Context: an optimization exercise on an open-source flow, tuned for small area and a short achievable clock period. The choices shown serve that exercise and are no tape-out recipe.
Where RTL was checked, it was by simulation tests only, not by an equivalence proof against the original.
Only the layout flow was run in run 2; the RTL was not checked for function there.

## flow/design.v

```verilog
package mdu_pkg;
    typedef enum logic [2:0] {
        OP_MULT  = 3'd0,
        OP_MULTU = 3'd1,
        OP_DIV   = 3'd2,
        OP_DIVU  = 3'd3,
        OP_MTHI  = 3'd4,
        OP_MTLO  = 3'd5,
        OP_NONE  = 3'd7
    } mdu_op_e;
    localparam int DEF_MULT_CYCLES = 5;
    localparam int DEF_DIV_CYCLES  = 10;
endpackage
module mdu_arith
#(
    parameter int LO   = 0,
    parameter int HI   = 35,
    parameter int MOFF = 0,
    parameter int DOFF = 3,
    parameter int TOP  = 35,    
    parameter int F    = 6,     
    parameter int BLK  = 7      
) (
    input  logic [HI:LO] x,
    input  logic [32:0]  m,
    input  logic         one,
    input  logic         two,
    input  logic         dv,
    input  logic         neg,
    output logic [HI:LO] s
);
    localparam int W  = HI - LO + 1;
    localparam int T  = HI - LO;                   
    localparam int NB = (T - F + BLK) / BLK;       
    logic [W-1:0] xv, yv, sv, gv, tv;
    logic [W:0]   c;
    logic [NB:0]  cb;                              
    function automatic logic mbit(input logic [32:0] v, input int i);
        if (i < 0)       mbit = 1'b0;
        else if (i > 32) mbit = v[32];
        else             mbit = v[i];
    endfunction
    assign xv = x;
    assign s  = sv;
    for (genvar f = LO; f <= HI; f++) begin : g_op
        assign yv[f-LO] = neg ^ ((one & mbit(m, f - MOFF)) | (two & mbit(m, f - MOFF - 1)) |
                                 (dv & mbit(m, f - DOFF)));
    end
    assign gv = xv & yv;
    assign tv = xv | yv;
    for (genvar b = 0; b < NB - 1; b++) begin : g_blk
        localparam int B0 = F + b * BLK;
        localparam int B1 = B0 + BLK - 1;
        logic gb, pb;
        always_comb begin
            gb = 1'b0;
            pb = 1'b1;
            for (int i = B0; i <= B1; i++) begin
                gb = gv[i] | (tv[i] & gb);
                pb = pb & tv[i];
            end
        end
        assign cb[b+1] = gb | (pb & cb[b]);
    end
    assign c[0] = neg;
    if (F == 0) begin : g_f0
        assign cb[0] = neg;
    end
    for (genvar i = 0; i < W; i++) begin : g_fa
        assign sv[i] = xv[i] ^ (yv[i] ^ c[i]);
        if (i + 1 >= F && i + 1 < F + NB * BLK && i + 1 <= T && ((i + 1 - F) % BLK) == 0) begin : g_cb
            if (i + 1 == F) begin : g_first
                assign cb[0] = (xv[i] & yv[i]) | (xv[i] & c[i]) | (yv[i] & c[i]);
            end
            assign c[i+1] = cb[(i + 1 - F) / BLK];
        end else begin : g_c
            assign c[i+1] = (xv[i] & yv[i]) | (xv[i] & c[i]) | (yv[i] & c[i]);
        end
    end
endmodule
module mdu_ctrl
(
    input  logic        clk,
    input  logic        reset,
    input  logic        start,
    input  logic [2:0]  op,
    input  logic        we,
    input  logic [31:0] in1,
    input  logic [31:0] in2,
    output logic        busy,
    output logic [31:0] hi,
    output logic [31:0] lo
);
    logic        busy_q;      
    logic        idle_q;      
    logic [3:0]  cnt_q;
    logic [31:0] hi_q, lo_q;
    logic        mul_q;       
    logic        sgn_q;       
    logic        sa_q;        
    logic        bp_q;        
    logic [31:0] a_q;         
    logic [36:0] x_q;         
    logic [31:0] d_q;         
    localparam int BLK = 11;
    localparam int F1  = 2;
    localparam int F2  = 10;
    localparam int F3  = 10;
    localparam int F4  = 10;
    logic [32:0] m;
    logic        sb;
    logic        first, last;
    logic [35:0] x1, s1;      
    logic [36:2] x2, s2;      
    logic [38:1] x3, s3;      
    logic [40:0] x4, s4;      
    logic        one1, one2, one3, one4;
    logic        two1, two2, two3, two4;
    logic        dv1, dv2, dv3, dv4;
    logic        neg1, neg2, neg3, neg4;
    logic        g1, g2, g3, g4;    
    logic        accept;
    logic        commit;
    logic        wr_hi, wr_lo;
    logic        div0;
    logic        nq, nr;
    logic [31:0] a_neg;
    logic [31:0] r_fix;
    logic [31:0] r_res;
    assign m     = {sgn_q & d_q[31], d_q};
    assign sb    = sgn_q & d_q[31];
    assign first = (cnt_q == 4'd0);
    assign last  = mul_q ? (cnt_q == 4'd4) : (cnt_q == 4'd9);
    function automatic logic [2:0] booth(input logic b2, input logic b1, input logic b0);
        booth = {b1 ^ b0, (b2 & ~b1 & ~b0) | (~b2 & b1 & b0), b2 & ~(b1 & b0)};
    endfunction
    assign x1 = {x_q[35:4], mul_q ? x_q[3:0] : a_q[31:28]};
    assign x2 = {s1[35], s1[35:2]};
    assign x3 = {{2{s2[36]}}, s2[36:2], s1[1]};
    assign x4 = {{2{s3[38]}}, s3[38:1], s1[0]};
    assign g1 = ~s1[35];
    assign g2 = ~s2[34];
    assign g3 = ~s3[33];
    assign g4 = ~s4[32];
    always_comb begin
        {one1, two1, dv1, neg1} = 4'b0000;
        {one2, two2, dv2, neg2} = 4'b0000;
        {one3, two3, dv3, neg3} = 4'b0000;
        {one4, two4, dv4, neg4} = 4'b0000;
        if (mul_q) begin
            if (last) begin
                one1 = ~sgn_q & bp_q;
            end else begin
                {one1, two1, neg1} = booth(a_q[1], a_q[0], bp_q);
                {one2, two2, neg2} = booth(a_q[3], a_q[2], a_q[1]);
                {one3, two3, neg3} = booth(a_q[5], a_q[4], a_q[3]);
                {one4, two4, neg4} = booth(a_q[7], a_q[6], a_q[5]);
            end
        end else begin
            if (last) begin
                one3 = x_q[36];
                neg3 = sb;
            end else begin
                dv1 = 1'b1; neg1 = ~x_q[36] ^ sb;
                dv2 = 1'b1; neg2 = g1 ^ sb;
                dv3 = 1'b1; neg3 = g2 ^ sb;
                dv4 = 1'b1; neg4 = g3 ^ sb;
            end
        end
    end
    mdu_arith #(.LO(0), .HI(35), .MOFF(0), .DOFF(3), .TOP(35), .F(F1), .BLK(BLK)) u_s1 (.x(x1), .m(m), .one(one1), .two(two1), .dv(dv1), .neg(neg1), .s(s1));
    mdu_arith #(.LO(2), .HI(36), .MOFF(2), .DOFF(2), .TOP(34), .F(F2), .BLK(BLK)) u_s2 (.x(x2), .m(m), .one(one2), .two(two2), .dv(dv2), .neg(neg2), .s(s2));
    mdu_arith #(.LO(1), .HI(38), .MOFF(4), .DOFF(1), .TOP(33), .F(F3), .BLK(BLK)) u_s3 (.x(x3), .m(m), .one(one3), .two(two3), .dv(dv3), .neg(neg3), .s(s3));
    mdu_arith #(.LO(0), .HI(40), .MOFF(6), .DOFF(0), .TOP(32), .F(F4), .BLK(BLK)) u_s4 (.x(x4), .m(m), .one(one4), .two(two4), .dv(dv4), .neg(neg4), .s(s4));
    function automatic logic [31:0] cneg(input logic [31:0] v, input logic n);
        logic t;
        t = 1'b0;
        for (int i = 0; i < 32; i++) begin
            cneg[i] = v[i] ^ t;
            t = t | (n & v[i]);
        end
    endfunction
    assign nq    = first ? (sgn_q & a_q[31]) : (!mul_q && (sa_q ^ sb));
    assign a_neg = cneg(a_q, nq);
    assign nr    = !mul_q && sa_q;
    assign r_fix = cneg(s3[35:4], nr);
    assign r_res = mul_q ? {s3[31:1], s1[0]} : r_fix;
    mdu_wdec u_wdec (
        .idle  (idle_q),
        .start (start),
        .op    (op),
        .we    (we),
        .wr_hi (wr_hi),
        .wr_lo (wr_lo)
    );
    assign accept = idle_q && start && (op[2] == 1'b0);
    assign div0   = !mul_q && (d_q == 32'd0);
    assign commit = !idle_q && last && !div0;
    always_ff @(posedge clk or posedge reset) begin
        if (reset) begin
            busy_q <= 1'b0;
            idle_q <= 1'b1;
            cnt_q  <= 4'd0;
            hi_q   <= 32'd0;
            lo_q   <= 32'd0;
        end else begin
            if (!idle_q) begin
                busy_q <= !last;
                idle_q <= last;
                cnt_q  <= cnt_q + 4'd1;
            end else begin
                busy_q <= accept;
                idle_q <= !accept;
                cnt_q  <= 4'd0;
            end
            if (commit) begin
                hi_q <= r_res;
                lo_q <= a_neg;
            end else begin
                if (wr_hi) hi_q <= in1;
                if (wr_lo) lo_q <= in1;
            end
        end
    end
    always_ff @(posedge clk) begin
        if (idle_q) begin
            mul_q <= !op[1];
            sgn_q <= !op[0];
            bp_q  <= 1'b0;
            a_q   <= in1;
            x_q   <= 37'd0;
            d_q   <= in2;
        end else if (mul_q) begin
            bp_q <= a_q[7];
            a_q  <= {s4[7:0], a_q[31:8]};
            x_q  <= {{4{s4[40]}}, s4[40:8]};
        end else if (first) begin
            sa_q <= sgn_q & a_q[31];
            a_q  <= a_neg;
        end else begin
            a_q  <= {a_q[27:0], g1, g2, g3, g4};
            x_q  <= {s4[32:0], 4'd0};
        end
    end
    assign busy = busy_q;
    assign hi   = hi_q;
    assign lo   = lo_q;
endmodule
module mdu_wdec
(
    input  logic       idle,
    input  logic       start,
    input  logic [2:0] op,
    input  logic       we,
    output logic       wr_hi,
    output logic       wr_lo
);
    assign wr_hi = idle && !start && we && (op == mdu_pkg::OP_MTHI);
    assign wr_lo = idle && !start && we && (op == mdu_pkg::OP_MTLO);
endmodule
```

## flow/flow/run.sh

```bash
#!/bin/bash
# Standard layout with two changes: the port buffers use the smallest plain
# buffer, and ABC's area script maps with &nf and leaves buffering to the
# placer; the MTHI/MTLO write decode is mapped on its own. The ORFS scripts folder is mirrored with links, and only
# abc_area.script is replaced.
set -e
mkdir -p scripts
for f in "$FLOW_HOME"/scripts/*; do ln -sf "$f" scripts/; done
rm -f scripts/abc_area.script
cp flow/abc_area.script scripts/abc_area.script
export BUFFER_PORTS_ARGS="-buffer_cell sky130_fd_sc_hd__buf_1"
bash standard.sh SCRIPTS_DIR="$PWD/scripts" SYNTH_KEEP_MODULES=mdu_wdec finish > standard.log 2>&1
```

## flow/flow/abc_area.script

```
strash
&get -n
&dch
&nf -R 20
&put
topo
stime -c
upsize -c
dnsize -c
```

## flow/standard.sh

```bash
#!/bin/bash
# synth_recipe.tcl (not shown) runs the flow's synth.tcl, then flattens the netlist and writes it again
# the make line also repeats each setting of config.mk as NAME=value (left out here)
make -C /OpenROAD-flow-scripts/flow DESIGN_CONFIG=/design/flow/config.mk WORK_HOME=/design/flow/orfs CLKGATE_MAP_FILE= SYNTH_SCRIPT=/design/flow/synth_recipe.tcl "${@:-finish}"
```

## flow/config.mk

```make
export PLATFORM = sky130hd
export DESIGN_NAME = mdu_ctrl
export DESIGN_NICKNAME = mdu_ctrl
export VERILOG_FILES = /design/flow/design.v
export SDC_FILE = /design/flow/constraint.sdc
export NUM_CORES = 4
export LEC_CHECK = 0
export ABC_AREA = 1
export CAP_MARGIN = 20
export CORE_MARGIN = 2
export CORE_UTILIZATION = 40
export SLEW_MARGIN = 42
```

## flow/constraint.sdc

```tcl
create_clock -name core_clock -period 150.0 [get_ports {clk}]
set_input_delay 30.0000 -clock core_clock [delete_from_list [all_inputs] [get_ports {clk}]]
set_output_delay 30.0000 -clock core_clock [all_outputs]
set_load 0.01 [all_outputs]
```

==> results of run 1 <==
state kept, by name (all words and copies together), names as in the netlist:
register / count
mul_q: 1
cnt_q: 4
d_q: 32
hi_q: 32
a_q: 32
sgn_q: 1
idle_q: 1
bp_q: 1
x_q: 37
sa_q: 1
busy_q: 1
lo_q: 32
layout make-up:
cell class	count	area [um2]
Tap cell	518	648.1
Inverter	128	495.5
Sequential cell	175	4219
Clock buffer	19	442.9
Clock inverter	13	107.6
Fill cell	3922	21070
Timing Repair Buffer	158	726.9
Multi-Input combinational cell	1423	11120
path summary, 6_finish.rpt:
check                                    start                   end  slack, ns
min in group asynchronous                reset      busy_q$_DFF_PP0_      29.67
setup / recovery                         op[1]  lo_q[27]$_DFFE_PP0P_     118.89
max in group asynchronous                reset   lo_q[6]$_DFFE_PP0P_     119.88
hold / removal             x_q[2]$_SDFFE_PP0P_   x_q[2]$_SDFFE_PP0P_       0.47
hold reg to reg            x_q[2]$_SDFFE_PP0P_   x_q[2]$_SDFFE_PP0P_       0.47
setup reg to reg               mul_q$_DFFE_PP_  x_q[33]$_SDFFE_PP0P_     120.16
modules after synthesis (local to each module, per instance):
module    cell area, um2  copies in the design  flip-flops and latches  cells inside
mdu_wdec           46.29                     1                       0             4
mdu_ctrl           15730                     1                     175          1722
synthesized netlist by cell type (5+ instances only):
master    number
a21oi_1      173
nand2_1      161
fa_1         133
clkinv_1     126
a22oi_1      121
o21ai_0      116
xor2_1       106
nor2_1       101
xnor2_1       97
a221oi_1      82
dfrtp_1       69
dfxtp_1       69
and3_1        36
edfxtp_1      36
o22ai_1       32
and2_0        22
o221ai_1      21
a222oi_1      20
a211oi_1      15
o31ai_1       15
a22o_1        13
nor4_1        11
nor2b_1       10
or4_1          9
a31oi_1        8
nand4_1        8
o21ai_1        8
or3_1          8
nor3_1         7
ha_1           6
nand3_1        6
mux2i_1        5
kinds of logic (layout without fill, tap and decap cells):
family	Yosys count	count (layout)	share of synthesized area
XOR/XNOR	205	205	0.1148
flip-flops	175	175	0.2673
adder cells (fa/ha/maj)	140	140	0.1742
AND/OR/NAND/NOR	407	407	0.1230
AO/OA/AOI/OAI	663	663	0.2842
multiplexers	8	8	0.005315
buffers and inverters	128	318	0.03133
through the flow:
| stage | setup WS (ns) | hold WS [ns] | area (um2) | util |
|---|---|---|---|---|
| after floorplan | 117.54 | 0.4212 | 15770 | - |
| after global placement | 118.42 | 0.4315 | 17150 | 0.4416 |
| after detailed placement | 118.48 | 0.4409 | 17200 | 0.4430 |
| after CTS | 118.96 | 0.4594 | 17750 | 0.4572 |
| after global routing | 118.77 | 0.4807 | 17760 | 0.4574 |
| final | 118.89 | 0.4658 | 17760 | 0.4574 |
metal layers:
metal | vias up | part of all wire
li1 | 6845 | -
met5 | - | 0
met2 | 611 | 0.46
met3 | 74 | 0.063
met1 | 7491 | 0.45
met4 | 0 | 0.027
worst max-delay path, stage by stage:
cell	delay [ns]
buf_1	0.12
nand3b_1	0.16
nor2_1	0.14
buf_4	0.34
nor2b_2	0.07
buf_4	0.26
a21oi_1	0.19
o21ai_0	0.10
==> summary.txt, run 1 <==
Clock tree
  – Clk sinks: between 150 and 200
  – # H-tree levels: 4
  – CTS Buffer Depth: 2
  – Clk Tree Root Cell: clkbuf_16
  – Clock Latency Late Sink: about 0.47 ns
  – CTS Hold Bufs: 0
  – Clk slew on worst S/H paths: roughly 0.07 ns
  – Cts repair resizes: 0
  – CTS tree: yes
  – CTS Buf Count: 17
  – Post-CTS Setup Bufs: 0

Final layout
  – # nets final: about 2100
  – Share of layout cells above drive strength 1: 0.04541
  – Commonest non-fill, non-tap cell in the layout: a21oi_1
  – N_diodes: 0
  – Commonest cells after routing, fill and taps aside: 171 x a21oi_1, 160 x nand2_1, 135 x buf_1, 133 x fa_1, 124 x clkinv_1
  – Area grow syn2layout: 12.60%
  – Non-filler cells, final: about 2400

Synthesis
  – Synth cell types: 75
  – Yosys top cell by area: fa_1
  – Post-synthesis register bit count: 175
  – Synth top area share: 0.1688
  – Cells after synthesis: between 1500 and 2000
  – EDFF count, synth: 36
  – Ys flop type: dfxtp_1
  – Ys Warns: 5
  – Synth area leaders: fa_1 17%, dfrtp_1 11%, dfxtp_1 8.8%
  – Mean area per synthesized cell: about 9 um2
  – Syn_nets: between 1500 and 2000
  – Seq/Total Area, Yosys: 0.2673
  – Ys async rst share: 0.4000
  – Area of the mapped netlist: about 0.016 mm2

Die
  – Die X-Extent: 202.6 um
  – Core ar.: a little under 0.04 mm2
  – Starting Density: 0.4062
  – Die height: roughly 200 um
  – # IOs: approximately 140
  – Die Footprint: roughly 0.04 mm2
  – Rows: approximately 70

Hold path
  – Hold crit path type: reg2reg
  – Hold depth: 2

Timing
  – Worst slew pin tran: ~0.82 ns
  – Worst Skew: between 0.01 and 0.015 ns
  – Final Critical Period: just over 30 ns
  – Slew headroom: 0.4527
  – Final setup vio count: 0
  – Peak Freq: between 30 and 40 MHz
  – Final period utilization: 0.2074
  – RSZ-0062 raised after global routing: false
  – Hold Violations, Final: 0
  – Setup TNS: 0 ns
  – Final slew viol count: 0

Setup path
  – CP required: roughly 150 ns
  – Critical path endpoint category: flop
  – CP Class: in2reg
  – Setup crit start kind: primary input
  – Arr. time, crit path: ~31 ns
  – CP max FO: 34
  – Worst R2R Path Depth: 98

Route
  – ANT nets after route: 0
  – Drt pass-1 iters: 8
  – WL per Instance: about 23 um
  – Drc violations: 0
  – DR iter-0 viols: 1569
  – WL final: around 56 mm
  – Via count: between 15000 and 20000
  – Via density: slightly above 6

Status
  – Status: finished clean

Placement
  – GP Congestion: ~0.89
  – Post-DP HPWL: 40.45 mm
  – Placed cells: 2402
  – Port Buffers: around 140

Global route
  – Vias in the first global route: around 15000
  – Initial antenna violation count: 0
  – M3 GR Usage: 0.03210
  – GRT Max-Usage Layer: met2
  – Gr usage total: 0.2740
  – Largest net degree at the start of global routing: ~150
  – Grt met1 use: 0.3908
  – First-pass GRT wire length: 87.71 mm
  – Met2 Usage GRT: 0.4322
  – Total grt overflow: 0

Flow run
  – Max-Cap Viols: 0
==> run 2, diff against run 1 <==
--- a/flow/design.v
+++ b/flow/design.v
@@ -104,7 +104,7 @@
     logic [31:0] d_q;         
-    localparam int BLK = 11;
-    localparam int F1  = 2;
-    localparam int F2  = 10;
-    localparam int F3  = 10;
-    localparam int F4  = 10;
+    localparam int BLK = 7;
+    localparam int F1  = 7;
+    localparam int F2  = 4;
+    localparam int F3  = 4;
+    localparam int F4  = 4;
     logic [32:0] m;
--- a/flow/config.mk
+++ b/flow/config.mk
@@ -11,2 +11,2 @@
 export CORE_UTILIZATION = 40
-export SLEW_MARGIN = 42
+export SLEW_MARGIN = 55
==> summary.txt, run 2 <==
Status
  – Status: finished clean

Final layout
  – Fillcell total: roughly 3900
  – Area of the multi-input gates: 0.01135 mm2
  – # nets final: approximately 2200
  – Commonest non-fill, non-tap cell in the layout: nand2_1
  – Share of layout cells above drive strength 1: 0.05348
  – Final Util: 0.4590
  – Area grow syn2layout: 13.56%
  – Commonest cells after routing, fill and taps aside: 175 x nand2_1, 165 x a21oi_1, 151 x xnor2_1, 135 x buf_1, 133 x clkinv_1
  – Register area: 0.004219 mm2
  – N_diodes: 0
  – Reg with most FFs: x_q
  – Largest register FFs: 37

Synthesis
  – Area of the mapped netlist: between 0.015 and 0.02 mm2
  – EDFF count, synth: 36
  – Post-synthesis mux area share: 0.008512
  – Cells after synthesis: 1780
  – Post-Synth XOR/XNOR Area: 0.1216
  – Most numerous cell in the Yosys netlist: nand2_1
  – Synth top area share: 0.1562
  – Yosys top cell by area: fa_1
  – Adder-Cell Fraction of Synth Area: 0.1634
  – Main combinational cell family by area after synthesis: compound AO/OA/AOI/OAI gates
  – Seq/Total Area, Yosys: 0.2631
  – Synth area leaders: fa_1 16%, dfrtp_1 11%, dfxtp_1 8.6%
  – Synth Area in Compound Gates: 0.2858
  – Synth Area in Simple Gates: 0.1243
  – Ys Warns: 5
  – Mean area per synthesized cell: about 9.0 um2
  – Ys flop type: dfxtp_1
  – Post-synth top cells: 176 x nand2_1, 165 x a21oi_1, 152 x xnor2_1
  – Ys async rst share: 0.4000
  – Synth cell types: between 70 and 80
  – Post-synthesis register bit count: 175
  – Syn_nets: 1982

Clock tree
  – Clk slew on worst S/H paths: approximately 0.080 ns
  – Clk Tree Root Cell: clkbuf_16
  – Post-CTS Setup Bufs: 0
  – Cts repair resizes: 0
  – CTS Buf Count: 17
  – CTS Hold Bufs: 0
  – # H-tree levels: 4
  – CTS tree: yes
  – CTS Buffer Depth: 2
  – Clock Latency Late Sink: roughly 0.47 ns
  – Clk sinks: between 150 and 200

Setup path
  – Worst R2R Path Depth: between 100 and 150
  – CP Launch Point: lo_q[3]$_DFFE_PP0P_
  – Critical path endpoint category: output port
  – CP max FO: 2
  – Crit path buffers/inverters: 1
  – CP max stage cell: dfrtp_1
  – Crit-path cells: buf_1
  – Crit path depth: 1
  – CP top delay family: flip-flops
  – Max incr delay on CP: 0.37 ns
  – Setup crit start kind: flop
  – CP required: ~120 ns
  – Arr. time, crit path: around 1 ns
  – CP Class: reg2out
  – R2R Path Start: mul_q$_DFFE_PP_

Timing
  – Slew headroom: 0.5937
  – Worst Skew: 0.01433 ns
  – Final slew viol count: 0
  – Final Critical Period: just over 30 ns
  – Final WS setup: between 100 and 150 ns
  – Final setup vio count: 0
  – Final period utilization: 0.2068
  – Worst slew pin tran: between 0.6 and 0.7 ns
  – Hold Violations, Final: 0
  – RSZ-0062 raised after global routing: false
  – Worst Hold Slack: between 0.4 and 0.5 ns
  – Peak Freq: 32.24 MHz
  – Setup TNS: 0 ns

Global route
  – Vias in the first global route: between 10000 and 15000
  – First-pass GRT wire length: ~86 mm
  – Largest net degree at the start of global routing: ~70
  – Initial antenna violation count: 0
  – Gr usage total: 0.2675
  – Total grt overflow: 0

Placement
  – Post-DP HPWL: 40.75 mm
  – Port Buffers: ~140
  – Dpl ws: between 100 and 150 ns
  – GP Congestion: approximately 0.91

Route
  – Via count: around 15000
  – DR iter-0 viols: ~1600
  – ANT nets after route: 0
  – Via density: between 6 and 7
  – Drc violations: 0
  – WL per Instance: around 22 um
  – WL final: approximately 55 mm
  – Drt pass-1 iters: 9

Die
  – Starting Density: 0.4042
  – Core ar.: about 0.040 mm2
  – Die X-Extent: a little over 200 um
  – Rows: 73
  – Die height: ~200 um
  – # IOs: roughly 140
  – Die Footprint: approximately 0.042 mm2

Hold path
  – Hold crit path type: reg2reg
  – Hold depth: 2
  – Hold Crit Start: x_q[3]$_SDFFE_PP0P_

Flow run
  – Max-Cap Viols: 0
run 2: cell types whose count changed after synthesis, moves of 8 or more:
cell	previous run	this run
fa_1	133	125
a221oi_1	82	59
a22o_1	13	26
a222oi_1	20	33
xnor2_1	97	152
a2bb2oi_1	0	9
and2_0	22	6
nor2_1	101	132
nand2_1	161	176
a22oi_1	121	101
xor2_1	106	66
clkinv_1	126	134
a21oi_1	173	165
run 2: logic make-up (layout without fill, tap and decap cells):
kind of cell / after synthesis / after routing
multiplexers: 13 / 13
AND/OR/NAND/NOR: 434 / 434
adder cells (fa/ha/maj): 135 / 135
AO/OA/AOI/OAI: 668 / 668
buffers and inverters: 135 / 337
XOR/XNOR: 220 / 220
flip-flops: 175 / 175
run 2: final timing paths:
path                                         to  slack [ns]
min reg2reg                 x_q[3]$_SDFFE_PP0P_        0.47
max                                       lo[3]      118.98
min in group asynchronous   hi_q[0]$_DFFE_PP0P_       29.63
min                         x_q[3]$_SDFFE_PP0P_        0.47
max in group asynchronous  hi_q[20]$_DFFE_PP0P_      119.97
max reg2reg                x_q[29]$_SDFFE_PP0P_      124.60
run 2: area by class of cell:
cell class,count,area share
multi-input cells,1470,0.6238
clock inverters,14,0.007840
inverters,135,0.02937
repair buffers,170,0.04683
flip-flops and latches,175,0.2319
clock buffers,18,0.02414
well taps,525,0.03610
run 2: routing by layer:
layer  GRT usage  vias to the layer above  wire length, um
met2      0.4142                      623            25100
li1            -                     7043                -
met3     0.03524                       85             4095
met4      0.1056                        0             1687
met1      0.3784                     7506            24360
met5           0                        -                0
run 2: per-stage QoR:
step,std cells,instance area [um2]
3_3_place_gp,2468,17450
3_5_place_dp,2474,17590
6_report,2507,18190
2_1_floorplan,1780,16020
5_1_grt,2507,18190
4_1_cts,2506,18170
run 2: Yosys stat by module (local to each module, per instance):
module	cells	times used	flip-flops and latches
mdu_wdec	4	1	0
mdu_ctrl	1776	1	175
==> run 3, diff against run 2 <==
--- a/flow/design.v
+++ b/flow/design.v
@@ -104,7 +104,7 @@
     logic [31:0] d_q;         
-    localparam int BLK = 7;
-    localparam int F1  = 7;
-    localparam int F2  = 4;
-    localparam int F3  = 4;
-    localparam int F4  = 4;
+    localparam int BLK = 11;
+    localparam int F1  = 2;
+    localparam int F2  = 10;
+    localparam int F3  = 10;
+    localparam int F4  = 10;
     logic [32:0] m;
==> flow/flow/run.sh (replaced) <==
#!/bin/bash
# Standard layout with two changes: the port buffers use the smallest plain
# buffer, and ABC's area script maps with &nf and leaves buffering to the
# placer; the MTHI/MTLO write decode is mapped on its own; CTS adds no dummy loads. The ORFS scripts folder is mirrored with links, and only
# abc_area.script is replaced.
set -e
mkdir -p scripts
for f in "$FLOW_HOME"/scripts/*; do ln -sf "$f" scripts/; done
rm -f scripts/abc_area.script
cp flow/abc_area.script scripts/abc_area.script
export BUFFER_PORTS_ARGS="-buffer_cell sky130_fd_sc_hd__buf_1"
bash standard.sh SCRIPTS_DIR="$PWD/scripts" SYNTH_KEEP_MODULES=mdu_wdec CTS_ARGS="-sink_clustering_enable -repair_clock_nets -dont_use_dummy_load" finish > standard.log 2>&1
==> summary.txt, run 3 <==
Die
  – Die height: between 200 and 250 um
  – Die Footprint: ~0.041 mm2
  – # IOs: 136
  – Die X-Extent: 202.6 um
  – Starting Density: 0.4062
  – Rows: between 70 and 80
  – Core ar.: between 0.03 and 0.04 mm2

Clock tree
  – Post-CTS Setup Bufs: 0
  – Clk sinks: between 150 and 200
  – CTS Buffer Depth: 2
  – CTS Hold Bufs: 0
  – Clk Tree Root Cell: clkbuf_16
  – # H-tree levels: 4
  – CTS Buf Count: 17
  – Clk slew on worst S/H paths: 0.08 ns
  – Cts repair resizes: 0
  – CTS tree: yes
  – Clock Latency Late Sink: 0.45 ns

Synthesis
  – Syn_nets: a little under 2000
  – Yosys top cell by area: fa_1
  – Synth cell types: 75
  – Synth area leaders: fa_1 17%, dfrtp_1 11%, dfxtp_1 8.8%
  – Post-synthesis register bit count: 175
  – Mean area per synthesized cell: 9.138 um2
  – Cells after synthesis: between 1500 and 2000
  – Ys async rst share: 0.4000
  – Ys Warns: 5
  – Post-synth top cells: 173 x a21oi_1, 161 x nand2_1, 133 x fa_1
  – EDFF count, synth: 36
  – Synth top area share: 0.1688
  – Ys flop type: dfxtp_1
  – Seq/Total Area, Yosys: 0.2673
  – Most numerous cell in the Yosys netlist: a21oi_1
  – Area of the mapped netlist: between 0.015 and 0.02 mm2

Route
  – ANT nets after route: 0
  – WL final: approximately 56 mm
  – Via density: 6.190
  – Drc violations: 0
  – Via count: 14998
  – DR iter-0 viols: 1545
  – WL per Instance: around 23 um
  – Drt pass-1 iters: 8

Timing
  – Final WS setup: about 120 ns
  – Setup TNS: 0 ns
  – RSZ-0062 raised after global routing: false
  – Final slew viol count: 0
  – Hold Violations, Final: 0
  – Peak Freq: around 32 MHz
  – Worst Skew: about 0.018 ns
  – Slew headroom: 0.5929
  – Final Critical Period: roughly 31 ns
  – Final period utilization: 0.2070
  – Final setup vio count: 0
  – Worst slew pin tran: roughly 0.6 ns

Setup path
  – Arr. time, crit path: approximately 31 ns
  – Critical path endpoint category: flop
  – CP max FO: 34
  – CP Class: in2reg
  – CP required: between 150 and 200 ns
  – Setup crit start kind: primary input

Final layout
  – Area grow syn2layout: 12.49%
  – # nets final: 2117
  – Commonest cells after routing, fill and taps aside: 171 x a21oi_1, 160 x nand2_1, 135 x buf_1, 133 x fa_1, 124 x clkinv_1
  – Share of layout cells above drive strength 1: 0.04199
  – Largest register FFs: 37
  – Final Util: 0.4570
  – N_diodes: 0
  – Fillcell total: a little under 4000
  – Reg with most FFs: x_q
  – Commonest non-fill, non-tap cell in the layout: a21oi_1

Global route
  – Initial antenna violation count: 0
  – First-pass GRT wire length: around 88 mm
  – Vias in the first global route: between 10000 and 15000
  – Largest net degree at the start of global routing: 92
  – Gr usage total: 0.2732
  – Total grt overflow: 0

Flow run
  – Max-Cap Viols: 0

Placement
  – Port Buffers: 135
  – Post-DP HPWL: 40.81 mm
  – GP Congestion: between 0.8 and 0.9
  – Dpl ws: between 100 and 150 ns

Hold path
  – Hold crit path type: reg2reg

Status
  – Status: finished clean
[run 3: changes by cell type after synthesis, moves of 15 or more]
cell	delta
a22oi_1	+20
xor2_1	+40
and2_0	+16
xnor2_1	-55
nor2_1	-31
a221oi_1	+23
nand2_1	-15
[run 3: final cells by class]
type | count | area (um2) | area share
clock buffers | 17 | 425.4 | 0.02398
inverters | 128 | 495.5 | 0.02792
multi-input cells | 1423 | 11140 | 0.6281
flip-flops and latches | 175 | 4219 | 0.2378
well taps | 518 | 648.1 | 0.03653
repair buffers | 162 | 810.8 | 0.04569
[run 3: worst max-delay path: stages]
cell,delay (ns)
buf_1,0.11
nand3b_1,0.16
nor2_1,0.13
buf_4,0.32
nor2b_2,0.07
buf_4,0.25
a21oi_1,0.18
o21ai_0,0.10
[run 3: Yosys stat by module (local to each module, per instance)]
module,cells,cell area (um2),flip-flops and latches,times used
mdu_ctrl,1722,15730,175,1
mdu_wdec,4,46.29,0,1
[run 3: path summary, 6_finish.rpt]
kind | startpoint | to | slack (ns) | cells after the start
max in group asynchronous | reset | lo_q[2]$_DFFE_PP0P_ | 119.96 | 3
worst min register to register | x_q[3]$_SDFFE_PP0P_ | x_q[3]$_SDFFE_PP0P_ | 0.46 | 2
worst max register to register | mul_q$_DFFE_PP_ | x_q[33]$_SDFFE_PP0P_ | 120.77 | 99
worst min-delay path | x_q[3]$_SDFFE_PP0P_ | x_q[3]$_SDFFE_PP0P_ | 0.46 | 2
min in group asynchronous | reset | lo_q[31]$_DFFE_PP0P_ | 29.64 | 3
worst max-delay path | op[1] | lo_q[31]$_DFFE_PP0P_ | 118.95 | 8
[run 3: cell families after synthesis]
group                      share of synthesized area
DFF                                           0.2673
adders and majority gates                     0.1742
AOI/OAI and AO/OA                             0.2842
buffers and inverters                        0.03133
muxes                                       0.005315
and+or+nand+nor                               0.1230
xor gates and xnor gates                      0.1148
[run 3: metal layers]
layer | GRT usage | routed length [um] | vias up
met4 | 0.09463 | 1664 | 0
met2 | 0.4265 | 25120 | 662
met1 | 0.3901 | 24700 | 7434
met3 | 0.03531 | 4258 | 75
li1 | - | - | 6827
met5 | 0 | 0 | -
[run 3: through the flow]
step / std cells / area (um2) / hold WS, ns
detailed placement: 2405 / 17290 / 0.4409
global placement: 2400 / 17150 / 0.4315
finish: 2423 / 17740 / 0.4558
global route: 2423 / 17740 / 0.4693
CTS: 2422 / 17710 / 0.4543
floorplan: 1726 / 15770 / 0.4212
==> run 4, diff against run 3 <==
--- a/flow/config.mk
+++ b/flow/config.mk
@@ -11,2 +11,2 @@
 export CORE_UTILIZATION = 40
-export SLEW_MARGIN = 55
+export SLEW_MARGIN = 30
==> summary.txt, run 4 <==
Status
  – Status: finished clean

Placement
  – Post-DP HPWL: 40.39 mm
  – Dpl ws: ~120 ns
  – Placed cells: ~2400
  – GP Congestion: just under 0.9
  – Port Buffers: 135
  – DP Area: approximately 0.017 mm2

Synthesis
  – Post-synthesis register bit count: 175
  – Cells after synthesis: roughly 1700
  – Seq/Total Area, Yosys: 0.2673
  – Yosys top cell by area: fa_1
  – Syn_nets: slightly below 2000
  – Post-synth top cells: 173 x a21oi_1, 161 x nand2_1, 133 x fa_1
  – Ys async rst share: 0.4000
  – Synth top area share: 0.1688
  – Area of the mapped netlist: about 0.016 mm2
  – Ys Warns: 5
  – Mean area per synthesized cell: approximately 9 um2
  – Synth cell types: 75
  – Ys flop type: dfxtp_1
  – EDFF count, synth: 36
  – Most numerous cell in the Yosys netlist: a21oi_1
  – Synth area leaders: fa_1 17%, dfrtp_1 11%, dfxtp_1 8.8%

Die
  – # IOs: 136
  – Die Footprint: 0.04104 mm2
  – Die height: 202.6 um
  – Die X-Extent: approximately 200 um
  – Core ar.: ~0.039 mm2
  – Starting Density: 0.4062
  – Rows: just over 70

Route
  – ANT nets after route: 0
  – Drt pass-1 iters: 9
  – Drc violations: 0
  – DR iter-0 viols: around 1600
  – WL per Instance: 23.04 um
  – WL final: roughly 56 mm
  – Via count: approximately 15000
  – Via density: between 6 and 7

Final layout
  – Fillcell total: between 3000 and 4000
  – Largest register FFs: 37
  – Register area: 0.004219 mm2
  – N_diodes: 0
  – Area of the multi-input gates: ~0.011 mm2
  – Final Util: 0.4534
  – Share of layout cells above drive strength 1: 0.03684
  – # nets final: about 2100
  – Non-filler cells, final: 2418
  – Reg with most FFs: x_q
  – Commonest non-fill, non-tap cell in the layout: a21oi_1
  – Final Instance Area: ~0.018 mm2
  – Commonest cells after routing, fill and taps aside: 171 x a21oi_1, 161 x nand2_1, 135 x buf_1, 133 x fa_1, 124 x clkinv_1
  – Area grow syn2layout: 11.62%

Timing
  – Worst slew pin tran: roughly 0.96 ns
  – Slew headroom: 0.3573
  – Final setup vio count: 0
  – Worst Hold Slack: 0.4525 ns
  – Final Critical Period: 31.05 ns
  – Final WS setup: between 100 and 150 ns
  – Hold Violations, Final: 0
  – RSZ-0062 raised after global routing: false
  – Final slew viol count: 0
  – Peak Freq: between 30 and 40 MHz
  – Final period utilization: 0.2070
  – Setup TNS: 0 ns
  – Worst Skew: ~0.014 ns

Setup path
  – Setup crit start kind: primary input
  – CP required: around 150 ns
  – CP Class: in2reg
  – CP max FO: 34
  – Arr. time, crit path: between 30 and 40 ns
  – Critical path endpoint category: flop

Clock tree
  – CTS Buffer Depth: 2
  – CTS Hold Bufs: 0
  – Clk slew on worst S/H paths: approximately 0.070 ns
  – Clk sinks: approximately 180
  – Cts repair resizes: 0
  – CTS Buf Count: 17
  – Clk Tree Root Cell: clkbuf_16
  – Post-CTS Setup Bufs: 0
  – CTS tree: yes
  – Clock Latency Late Sink: 0.45 ns
  – # H-tree levels: 4

Global route
  – Vias in the first global route: around 15000
  – Total grt overflow: 0
  – Initial antenna violation count: 0
  – First-pass GRT wire length: between 80 and 90 mm
  – Largest net degree at the start of global routing: around 150
  – Gr usage total: 0.2724

Flow run
  – Max-Cap Viols: 0

Hold path
  – Hold crit path type: reg2reg
-- run 4: cell counts after synthesis --
No cell type changed its count.
-- run 4: cell type report --
type | count | area share
Sequential cell | 175 | 0.2396
Multi-Input combinational cell | 1423 | 0.6310
Timing Repair Buffer | 157 | 0.04022
Tap cell | 518 | 0.03681
Clock buffer | 17 | 0.02416
Inverter | 128 | 0.02814
-- run 4: path summary, 6_finish.rpt --
path | start | to | slack (ns) | cells past startpoint
max | start | lo_q[25]$_DFFE_PP0P_ | 118.95 | 8
max in group asynchronous | reset | cnt_q[0]$_DFF_PP0_ | 119.85 | 3
max reg2reg | mul_q$_DFFE_PP_ | x_q[33]$_SDFFE_PP0P_ | 120.08 | 98
min reg2reg | x_q[3]$_SDFFE_PP0P_ | x_q[3]$_SDFFE_PP0P_ | 0.45 | 2
min in group asynchronous | reset | hi_q[27]$_DFFE_PP0P_ | 29.69 | 3
min | x_q[3]$_SDFFE_PP0P_ | x_q[3]$_SDFFE_PP0P_ | 0.45 | 2
-- run 4: per-module statistics from Yosys (local to each module, per instance) --
module | area [um2] | cells inside | times used
mdu_ctrl | 15730 | 1722 | 1
mdu_wdec | 46.29 | 4 | 1
-- run 4: metal layers --
layer  part of all wire  vias to the layer above  global-route usage
li1                   -                     6803                   -
met1               0.44                     7311              0.3839
met2               0.45                      692              0.4210
met3              0.083                       82             0.04286
met4              0.030                        0              0.1040
met5                  0                        -                   0
-- run 4: cell families (layout without fill, tap and decap cells) --
kind of cell               count (synthesis)  after routing  synth area share
AOI/OAI and AO/OA                        663            663            0.2842
xor gates and xnor gates                 205            205            0.1148
adders and majority gates                140            140            0.1742
buffers and inverters                    128            302           0.03133
DFF                                      175            175            0.2673
muxes                                      8              8          0.005315
and+or+nand+nor                          407            407            0.1230
-- run 4: worst max-delay path, cell delays in order --
cell and delay (ns):
buf_1 0.08, nand3b_4 0.15, nor2_1 0.16, buf_4 0.32
nor2b_2 0.07, buf_4 0.25, a21oi_1 0.18, o21ai_0 0.09
==> run 5, diff against run 4 <==
--- a/flow/config.mk
+++ b/flow/config.mk
@@ -11,2 +11,2 @@
 export CORE_UTILIZATION = 40
-export SLEW_MARGIN = 30
+export SLEW_MARGIN = 20
==> summary.txt, run 5 <==
Status
  – Status: finished clean

Clock tree
  – CTS Buffer Depth: 2
  – Cts repair resizes: 0
  – CTS Buf Count: 17
  – Post-CTS Setup Bufs: 0
  – Clk Tree Root Cell: clkbuf_16
  – Clk slew on worst S/H paths: about 0.07 ns
  – CTS tree: yes
  – Clk sinks: between 150 and 200
  – Clock Latency Late Sink: approximately 0.45 ns
  – # H-tree levels: 4
  – CTS Hold Bufs: 0

Die
  – Rows: ~70
  – Die Footprint: 0.04104 mm2
  – Starting Density: 0.4062
  – Die X-Extent: about 200 um
  – # IOs: roughly 140
  – Die height: 202.6 um
  – Core ar.: 0.03883 mm2

Timing
  – Slew headroom: 0.3624
  – RSZ-0062 raised after global routing: false
  – Peak Freq: approximately 32 MHz
  – Hold Violations, Final: 0
  – Final setup vio count: 0
  – Setup TNS: 0 ns
  – Final Critical Period: 31.09 ns
  – Final slew viol count: 0
  – Worst slew pin tran: about 0.96 ns
  – Final WS setup: ~120 ns
  – Worst Skew: ~0.016 ns
  – Worst Hold Slack: about 0.46 ns
  – Final period utilization: 0.2073

Route
  – WL final: approximately 55 mm
  – WL per Instance: about 23 um
  – DR iter-0 viols: 1605
  – ANT nets after route: 0
  – Via density: 6.193
  – Drc violations: 0
  – Drt pass-1 iters: 6
  – Via count: roughly 15000

Setup path
  – Critical path endpoint category: flop
  – CP required: ~150 ns
  – Setup crit start kind: primary input
  – CP max FO: 34
  – Worst R2R Path Depth: 98
  – Arr. time, crit path: between 30 and 40 ns
  – CP Class: in2reg

Placement
  – DP Area: around 0.017 mm2
  – GP Congestion: just under 0.9
  – Post-DP HPWL: 40.35 mm
  – Port Buffers: between 100 and 150
  – Dpl ws: about 120 ns

Synthesis
  – Area of the mapped netlist: roughly 0.016 mm2
  – Post-synth top cells: 173 x a21oi_1, 161 x nand2_1, 133 x fa_1
  – Synth cell types: 75
  – Cells after synthesis: around 1700
  – EDFF count, synth: 36
  – Synth area leaders: fa_1 17%, dfrtp_1 11%, dfxtp_1 8.8%
  – Synth top area share: 0.1688
  – Ys flop type: dfxtp_1
  – Seq/Total Area, Yosys: 0.2673
  – Ys async rst share: 0.4000
  – Syn_nets: 1936
  – Post-synthesis register bit count: 175
  – Ys Warns: 5
  – Mean area per synthesized cell: about 9.1 um2
  – Yosys top cell by area: fa_1
  – Most numerous cell in the Yosys netlist: a21oi_1

Global route
  – Largest net degree at the start of global routing: 151
  – Total grt overflow: 0
  – Vias in the first global route: approximately 14000
  – GRT Max-Usage Layer: met2
  – Initial antenna violation count: 0
  – Met2 Usage GRT: 0.4232
  – First-pass GRT wire length: slightly below 90 mm
  – Gr usage total: 0.2720
  – Grt met1 use: 0.3889
  – M3 GR Usage: 0.03499

Hold path
  – Hold crit path type: reg2reg
  – Hold depth: 2

Final layout
  – Largest register FFs: 37
  – Commonest cells after routing, fill and taps aside: 171 x a21oi_1, 161 x nand2_1, 135 x buf_1, 133 x fa_1, 125 x clkinv_1
  – Area grow syn2layout: 11.72%
  – Share of layout cells above drive strength 1: 0.03682
  – Area of the multi-input gates: 0.01111 mm2
  – Fillcell total: roughly 3900
  – Reg with most FFs: x_q
  – Register area: roughly 0.0042 mm2
  – # nets final: ~2100
  – Final Instance Area: 0.01762 mm2
  – N_diodes: 0
  – Commonest non-fill, non-tap cell in the layout: a21oi_1

Flow run
  – Max-Cap Viols: 0
run 5: path summary, 6_finish.rpt:
kind	endpoint	start	slack [ns]
max in group asynchronous	lo_q[2]$_DFFE_PP0P_	reset	119.62
worst max-delay path	lo_q[27]$_DFFE_PP0P_	start	118.91
min in group asynchronous	lo_q[31]$_DFFE_PP0P_	reset	29.79
worst max register to register	x_q[33]$_SDFFE_PP0P_	mul_q$_DFFE_PP_	120.04
worst min register to register	x_q[2]$_SDFFE_PP0P_	x_q[2]$_SDFFE_PP0P_	0.46
worst min-delay path	x_q[2]$_SDFFE_PP0P_	x_q[2]$_SDFFE_PP0P_	0.46
run 5: metrics by stage:
| step | std cells | util |
|---|---|---|
| 6_report | 2419 | 0.4538 |
| 5_1_grt | 2419 | 0.4538 |
| 3_5_place_dp | 2400 | 0.4416 |
| 3_3_place_gp | 2400 | 0.4416 |
| 2_1_floorplan | 1726 | - |
| 4_1_cts | 2417 | 0.4526 |
run 5: cells by family (layout without fill, tap and decap cells):
family,Yosys count,in the layout,synth area share
buffers and inverters,128,303,0.03133
DFF,175,175,0.2673
xor gates and xnor gates,205,205,0.1148
and+or+nand+nor,407,407,0.1230
adders and majority gates,140,140,0.1742
muxes,8,8,0.005315
AOI/OAI and AO/OA,663,663,0.2842
run 5: layer usage:
| metal | up-vias | part of all wire |
|---|---|---|
| met5 | - | 0 |
| met1 | 7414 | 0.44 |
| li1 | 6813 | - |
| met3 | 85 | 0.074 |
| met4 | 0 | 0.032 |
| met2 | 670 | 0.45 |
run 5: critical path: stages:
cell and delay (ns):
buf_1 0.08, nand3b_4 0.15, nor2_1 0.17, buf_4 0.32
nor2b_2 0.07, buf_4 0.25, a21oi_1 0.18, o21ai_0 0.10
run 5: Yosys stat by module (local to each module, per instance):
module,flip-flops and latches,area (um2),times used,cells
mdu_ctrl,175,15730,1,1722
mdu_wdec,0,46.29,1,4
run 5: cell type report:
cell class              count  area share
well taps                 518     0.03678
multi-input cells        1423      0.6305
inverters                 128     0.02805
repair buffers            158     0.04111
flip-flops and latches    175      0.2394
clock buffers              17     0.02414
==> run 6, diff against run 5 <==
--- a/flow/config.mk
+++ b/flow/config.mk
@@ -11,2 +11,2 @@
 export CORE_UTILIZATION = 40
-export SLEW_MARGIN = 20
+export SLEW_MARGIN = 42
==> summary.txt, run 6 <==
Final layout
  – Register area: roughly 0.0042 mm2
  – Largest register FFs: 37
  – Commonest non-fill, non-tap cell in the layout: a21oi_1
  – Commonest cells after routing, fill and taps aside: 171 x a21oi_1, 160 x nand2_1, 135 x buf_1, 133 x fa_1, 124 x clkinv_1
  – Share of layout cells above drive strength 1: 0.03840
  – Reg with most FFs: x_q
  – N_diodes: 0
  – Area of the multi-input gates: between 0.01 and 0.015 mm2
  – Area grow syn2layout: 11.80%
  – # nets final: about 2100
  – Fillcell total: between 3000 and 4000

Synthesis
  – Post-synth top cells: 173 x a21oi_1, 161 x nand2_1, 133 x fa_1
  – EDFF count, synth: 36
  – Post-synthesis register bit count: 175
  – Synth top area share: 0.1688
  – Syn_nets: slightly below 2000
  – Most numerous cell in the Yosys netlist: a21oi_1
  – Ys async rst share: 0.4000
  – Seq/Total Area, Yosys: 0.2673
  – Synth area leaders: fa_1 17%, dfrtp_1 11%, dfxtp_1 8.8%
  – Synth cell types: 75
  – Ys Warns: 5
  – Mean area per synthesized cell: roughly 9.1 um2
  – Yosys top cell by area: fa_1
  – Ys flop type: dfxtp_1
  – Area of the mapped netlist: ~0.016 mm2
  – Cells after synthesis: 1726

Die
  – Rows: between 70 and 80
  – Die Footprint: around 0.041 mm2
  – # IOs: 136
  – Die height: about 200 um
  – Core ar.: between 0.03 and 0.04 mm2
  – Die X-Extent: approximately 200 um
  – Starting Density: 0.4062

Global route
  – Gr usage total: 0.2733
  – Total grt overflow: 0
  – Initial antenna violation count: 0
  – Largest net degree at the start of global routing: approximately 150
  – Vias in the first global route: roughly 15000
  – First-pass GRT wire length: 87.46 mm

Setup path
  – CP top delay family: buffers and inverters
  – CP required: ~150 ns
  – CP max stage cell: buf_4
  – Critical path endpoint category: flop
  – Arr. time, crit path: 31.39 ns
  – Max incr delay on CP: about 0.33 ns
  – Crit-path cells: buf_1 -> nand3b_1 -> nor2_1 -> buf_4 -> nor2b_2 -> buf_4 -> a21oi_1 -> o21ai_0
  – Crit path buffers/inverters: 3
  – CP Class: in2reg
  – CP most frequent cell: buf_4
  – CP max FO: 34
  – Setup crit start kind: primary input

Placement
  – GP Congestion: 0.8928
  – Port Buffers: ~140
  – Post-DP HPWL: roughly 40 mm

Clock tree
  – Clk sinks: between 150 and 200
  – CTS Buf Count: 17
  – CTS Hold Bufs: 0
  – Clk Tree Root Cell: clkbuf_16
  – Clock Latency Late Sink: 0.46 ns
  – CTS Buffer Depth: 2
  – Clk slew on worst S/H paths: 0.07 ns
  – Cts repair resizes: 0
  – # H-tree levels: 4
  – Post-CTS Setup Bufs: 0
  – CTS tree: yes

Route
  – WL final: 55.70 mm
  – DR iter-0 viols: 1531
  – Drc violations: 0
  – Met3 wire length: roughly 4.0 mm
  – Top Metal Used: met4
  – Drt pass-1 iters: 6
  – WL met2: 25.45 mm
  – Met1 WL: about 25 mm
  – Via density: a little over 6
  – WL per Instance: about 23 um
  – ANT nets after route: 0
  – Via count: 14992

Timing
  – Peak Freq: ~32 MHz
  – Worst Skew: between 0.01 and 0.015 ns
  – Setup TNS: 0 ns
  – Final slew viol count: 0
  – Slew headroom: 0.4304
  – Worst Hold Slack: between 0.4 and 0.5 ns
  – Final Critical Period: 31.09 ns
  – Hold Violations, Final: 0
  – RSZ-0062 raised after global routing: false
  – Worst slew pin tran: about 0.85 ns
  – Final setup vio count: 0
  – Final period utilization: 0.2072

Hold path
  – Hold crit path type: reg2reg

Status
  – Status: finished clean

Flow run
  – Max-Cap Viols: 0
run 6: cell counts after synthesis:
Identical to the previous run, type by type.
run 6: final cells by class:
cell class / count / share of cell area
Clock buffer: 17 / 0.02412
Timing Repair Buffer: 158 / 0.04122
Tap cell: 518 / 0.03675
Inverter: 128 / 0.02810
Multi-Input combinational cell: 1423 / 0.6306
Sequential cell: 175 / 0.2393
run 6: per-layer routing:
layer | vias to the layer above | global-route usage
met1 | 7444 | 0.3889
met2 | 659 | 0.4329
met5 | - | 0
met3 | 69 | 0.03098
met4 | 0 | 0.09176
li1 | 6820 | -
run 6: logic make-up (layout without fill, tap and decap cells):
logic type	Yosys count	count (layout)	synth area share
AOI/OAI and AO/OA	663	663	0.2842
xor gates and xnor gates	205	205	0.1148
adders and majority gates	140	140	0.1742
buffers and inverters	128	303	0.03133
DFF	175	175	0.2673
muxes	8	8	0.005315
and+or+nand+nor	407	407	0.1230
run 6: worst min-delay path, cell delays in order (launching register included):
cell and delay (ns):
dfxtp_1 0.33, nand2_1 0.05, o21ai_0 0.06
run 6: per-stage QoR:
| step | cell area (um2) | cells | utilization | setup slack, ns |
|---|---|---|---|---|
| after floorplan | 15770 | 1726 | - | 117.54 |
| after global placement | 17150 | 2400 | 0.4416 | 118.42 |
| final | 17630 | 2419 | 0.4542 | 118.91 |
| after global routing | 17630 | 2419 | 0.4542 | 118.77 |
| after detailed placement | 17200 | 2402 | 0.4430 | 118.48 |
| after CTS | 17630 | 2419 | 0.4540 | 118.95 |
run 6: modules after synthesis, one instance, submodules excluded:
module | flip-flops and latches | cells inside | copies in the design | area (um2)
mdu_ctrl | 175 | 1722 | 1 | 15730
mdu_wdec | 0 | 4 | 1 | 46.29
run 6: path summary, 6_finish.rpt:
kind,slack (ns),from,to,cells after the start
hold / removal,0.46,x_q[2]$_SDFFE_PP0P_,x_q[2]$_SDFFE_PP0P_,2
min in group asynchronous,29.68,reset,busy_q$_DFF_PP0_,3
max in group asynchronous,119.86,reset,cnt_q[0]$_DFF_PP0_,3
setup / recovery,118.91,op[1],lo_q[27]$_DFFE_PP0P_,8
setup reg to reg,120.15,mul_q$_DFFE_PP_,x_q[33]$_SDFFE_PP0P_,98
hold reg to reg,0.46,x_q[2]$_SDFFE_PP0P_,x_q[2]$_SDFFE_PP0P_,2
==> run 7, diff against run 6 <==
--- a/flow/design.v
+++ b/flow/design.v
@@ -123,3 +123,3 @@
     logic        commit;
-    logic        wr_hi, wr_lo;
+    logic [2:0]  hsel, lsel;      
     logic        div0;
@@ -188,8 +188,9 @@
     mdu_wdec u_wdec (
-        .idle  (idle_q),
-        .start (start),
-        .op    (op),
-        .we    (we),
-        .wr_hi (wr_hi),
-        .wr_lo (wr_lo)
+        .idle   (idle_q),
+        .commit (commit),
+        .start  (start),
+        .op     (op),
+        .we     (we),
+        .hsel   (hsel),
+        .lsel   (lsel)
     );
@@ -215,9 +216,4 @@
             end
-            if (commit) begin
-                hi_q <= r_res;
-                lo_q <= a_neg;
-            end else begin
-                if (wr_hi) hi_q <= in1;
-                if (wr_lo) lo_q <= in1;
-            end
+            hi_q <= ({32{hsel[2]}} & in1) | ({32{hsel[1]}} & r_res) | ({32{hsel[0]}} & hi_q);
+            lo_q <= ({32{lsel[2]}} & in1) | ({32{lsel[1]}} & a_neg) | ({32{lsel[0]}} & lo_q);
         end
@@ -251,2 +247,3 @@
     input  logic       idle,
+    input  logic       commit,
     input  logic       start,
@@ -254,7 +251,10 @@
     input  logic       we,
-    output logic       wr_hi,
-    output logic       wr_lo
+    output logic [2:0] hsel,
+    output logic [2:0] lsel
 );
+    logic wr_hi, wr_lo;
     assign wr_hi = idle && !start && we && (op == mdu_pkg::OP_MTHI);
     assign wr_lo = idle && !start && we && (op == mdu_pkg::OP_MTLO);
+    assign hsel = {wr_hi, commit, !wr_hi && !commit};
+    assign lsel = {wr_lo, commit, !wr_lo && !commit};
 endmodule
==> summary.txt, run 7 <==
Timing
  – Final period utilization: 0.2076
  – Slew headroom: 0.4175
  – Worst Hold Slack: 0.4529 ns
  – Worst slew pin tran: just under 0.9 ns
  – Final Critical Period: between 30 and 40 ns
  – RSZ-0062 raised after global routing: false
  – Worst Skew: roughly 0.019 ns
  – Hold Violations, Final: 0
  – Final slew viol count: 0
  – Peak Freq: 32.11 MHz
  – Final setup vio count: 0
  – Setup TNS: 0 ns

Synthesis
  – Synth area leaders: fa_1 17%, dfrtp_1 11%, dfxtp_1 8.8%
  – Main combinational cell family by area after synthesis: compound AO/OA/AOI/OAI gates
  – Most numerous cell in the Yosys netlist: clkinv_1
  – EDFF count, synth: 36
  – Adder-Cell Fraction of Synth Area: 0.1752
  – Post-Synth XOR/XNOR Area: 0.1298
  – Area of the mapped netlist: 0.01568 mm2
  – Ys Warns: 5
  – Seq/Total Area, Yosys: 0.2688
  – Syn_nets: between 1500 and 2000
  – Synth Area in Compound Gates: 0.2835
  – Post-synthesis mux area share: 0.003830
  – Ys async rst share: 0.4000
  – Synth top area share: 0.1698
  – Ys flop type: dfxtp_1
  – Post-synth top cells: 168 x clkinv_1, 152 x a22oi_1, 150 x nand2_1
  – Mean area per synthesized cell: 9.526 um2
  – Synth Area in Simple Gates: 0.09639
  – Post-synthesis register bit count: 175
  – Synth cell types: 74
  – Yosys top cell by area: fa_1
  – Cells after synthesis: between 1500 and 2000

Final layout
  – Area grow syn2layout: 11.95%
  – Largest register FFs: 37
  – Share of layout cells above drive strength 1: 0.04224
  – Commonest non-fill, non-tap cell in the layout: clkinv_1
  – # nets final: 2035
  – N_diodes: 0
  – Non-filler cells, final: 2341
  – Reg with most FFs: x_q
  – Commonest cells after routing, fill and taps aside: 167 x clkinv_1, 152 x a22oi_1, 148 x nand2_1, 139 x xnor2_1, 135 x buf_1

Die
  – Die X-Extent: 202.0 um
  – Core ar.: 0.03865 mm2
  – # IOs: between 100 and 150
  – Starting Density: 0.4057
  – Rows: 72
  – Die height: 202.0 um
  – Die Footprint: 0.04080 mm2

Placement
  – GP Congestion: approximately 0.93
  – Post-DP HPWL: 39.96 mm
  – Placed cells: between 2000 and 2500
  – Port Buffers: around 140

Global route
  – First-pass GRT wire length: about 86 mm
  – Vias in the first global route: 14332
  – Total grt overflow: 0
  – Gr usage total: 0.2685
  – Initial antenna violation count: 0
  – Largest net degree at the start of global routing: 81

Clock tree
  – CTS Buffer Depth: 2
  – CTS Buf Count: 17
  – # H-tree levels: 4
  – Clock Latency Late Sink: between 0.4 and 0.5 ns
  – CTS tree: yes
  – Clk sinks: between 150 and 200
  – Clk slew on worst S/H paths: ~0.070 ns
  – CTS Hold Bufs: 0
  – Clk Tree Root Cell: clkbuf_16
  – Post-CTS Setup Bufs: 0
  – Cts repair resizes: 0

Route
  – Drc violations: 0
  – WL final: 54.66 mm
  – Via count: 14699
  – DR iter-0 viols: roughly 1900
  – Drt pass-1 iters: 10
  – ANT nets after route: 0
  – WL per Instance: 23.35 um
  – Via density: about 6.3

Setup path
  – Max incr delay on CP: 0.72 ns
  – CP required: ~150 ns
  – CP Launch Point: start
  – CP Class: in2reg
  – Arr. time, crit path: 31.53 ns
  – Reg2Reg Setup Slack: around 120 ns
  – Critical path endpoint category: flop
  – CP max stage cell: and4_2
  – CP max FO: 32
  – R2R Path Start: mul_q$_DFFE_PP_
  – Crit-path cells: buf_1 -> and3b_1 -> and4_2 -> a22oi_1 -> o21a_1 -> clkinv_1
  – Setup crit start kind: primary input

Flow run
  – Max-Cap Viols: 0

Hold path
  – Hold Crit Start: x_q[2]$_SDFFE_PP0P_
  – Hold crit path type: reg2reg

Status
  – Status: finished clean
## run 7: cell count changes after synthesis, moves of 20 or more
| cell | delta |
|---|---|
| o21ai_0 | -79 |
| and3_1 | -29 |
| a222oi_1 | +58 |
| clkinv_1 | +42 |
| a22oi_1 | +31 |
| xnor2_1 | +42 |
| a221oi_1 | -44 |
| a21oi_1 | -82 |
| xor2_1 | -20 |
| o211ai_1 | +26 |
## run 7: worst max-delay path, delay by kind of cell
kind                   cells  cell delay, ns
AO/OA/AOI/OAI              2            0.36
buffers and inverters      2            0.12
AND/OR/NAND/NOR            2            1.01
## run 7: cells by family after synthesis
family          Yosys count
compound gates          583
xor+xnor                229
fa+ha+maj               140
buf+inv                 173
flops                   175
mux                       6
simple gates            340
## run 7: final cells by class
type	instances	area, um2
fillers	3857	21090
clock buffers	17	425.4
multi-input cells	1298	10860
inverters	169	634.4
flip-flops and latches	175	4219
well taps	518	648.1
repair buffers	164	764.5
## run 7: Yosys stat by module (local to each module, per instance)
| module | flops+latches | area [um2] | times used | cells |
|---|---|---|---|---|
| mdu_ctrl | 175 | 15600 | 1 | 1635 |
| mdu_wdec | 0 | 76.32 | 1 | 11 |
## run 7: through the flow
stage / worst slack, ns / instance area [um2] / util
global placement: 118.10 / 17060 / 0.4415
finish: 118.86 / 17550 / 0.4542
global route: 118.80 / 17550 / 0.4542
floorplan: 118.04 / 15680 / -
CTS: 118.89 / 17550 / 0.4541
detailed placement: 118.45 / 17120 / 0.4431
## run 7: worst paths after layout
check | depth (start not counted) | to
max in group asynchronous | 3 | lo_q[29]$_DFF_PP0_
worst max register to register | 94 | x_q[23]$_SDFFE_PP0P_
min in group asynchronous | 3 | lo_q[2]$_DFF_PP0_
worst min-delay path | 2 | x_q[2]$_SDFFE_PP0P_
worst min register to register | 2 | x_q[2]$_SDFFE_PP0P_
worst max-delay path | 6 | lo_q[23]$_DFF_PP0_
## run 7: per-layer routing
| layer | share of wire | track usage | vias up |
|---|---|---|---|
| li1 | - | - | 6566 |
| met1 | 0.42 | 0.3769 | 7269 |
| met2 | 0.46 | 0.4213 | 769 |
| met3 | 0.082 | 0.03047 | 95 |
| met4 | 0.036 | 0.1116 | 0 |
| met5 | 0 | 0 | - |

separate check: timing with driven ports:
How much do the figures lean on ideal ports? The routed layouts below were timed once more, with nothing changed but the port constraints.
Step 1 sets driving cells, clkbuf_16 on the clock port and buf_2 on the other inputs (assumed; they add their load-dependent delay and slew).
Step 2, shift: input delay + t, output delay - t, t = (earliest + latest rising clock arrival at the registers) / 2. This alone moves slack from input paths to output paths.
Three values: ideal, step 1, step 2; two values: the first two.
run | shift t [ns] | slack for setup (ns) | hold WS [ns] | worst setup path after step 2
run 1 | 0.517 | 118.893 / 118.906 / 118.413 | 0.466 / 0.466 / 0.466 | input to register
run 2 | 0.522 | 118.980 / 118.922 / 118.501 | 0.467 / 0.467 / 0.467 | input to register
run 3 | 0.504 | 118.947 / 118.914 / 118.480 | 0.456 / 0.456 / 0.456 | input to register
run 4 | 0.504 | 118.949 / 118.918 / 118.482 | 0.453 / 0.453 / 0.453 | input to register
run 5 | 0.498 | 118.910 / 118.926 / 118.448 | 0.462 / 0.462 / 0.462 | input to register
run 6 | 0.509 | 118.913 / 118.918 / 118.443 | 0.460 / 0.460 / 0.460 | input to register
run 7 | 0.493 | 118.858 / 118.891 / 118.398 | 0.453 / 0.453 / 0.453 | input to register
After both steps setup and hold are still met in every run listed. The setup slack of run 1, which loses most, moves by +0.013 ns with the drivers and by -0.480 ns with both steps.
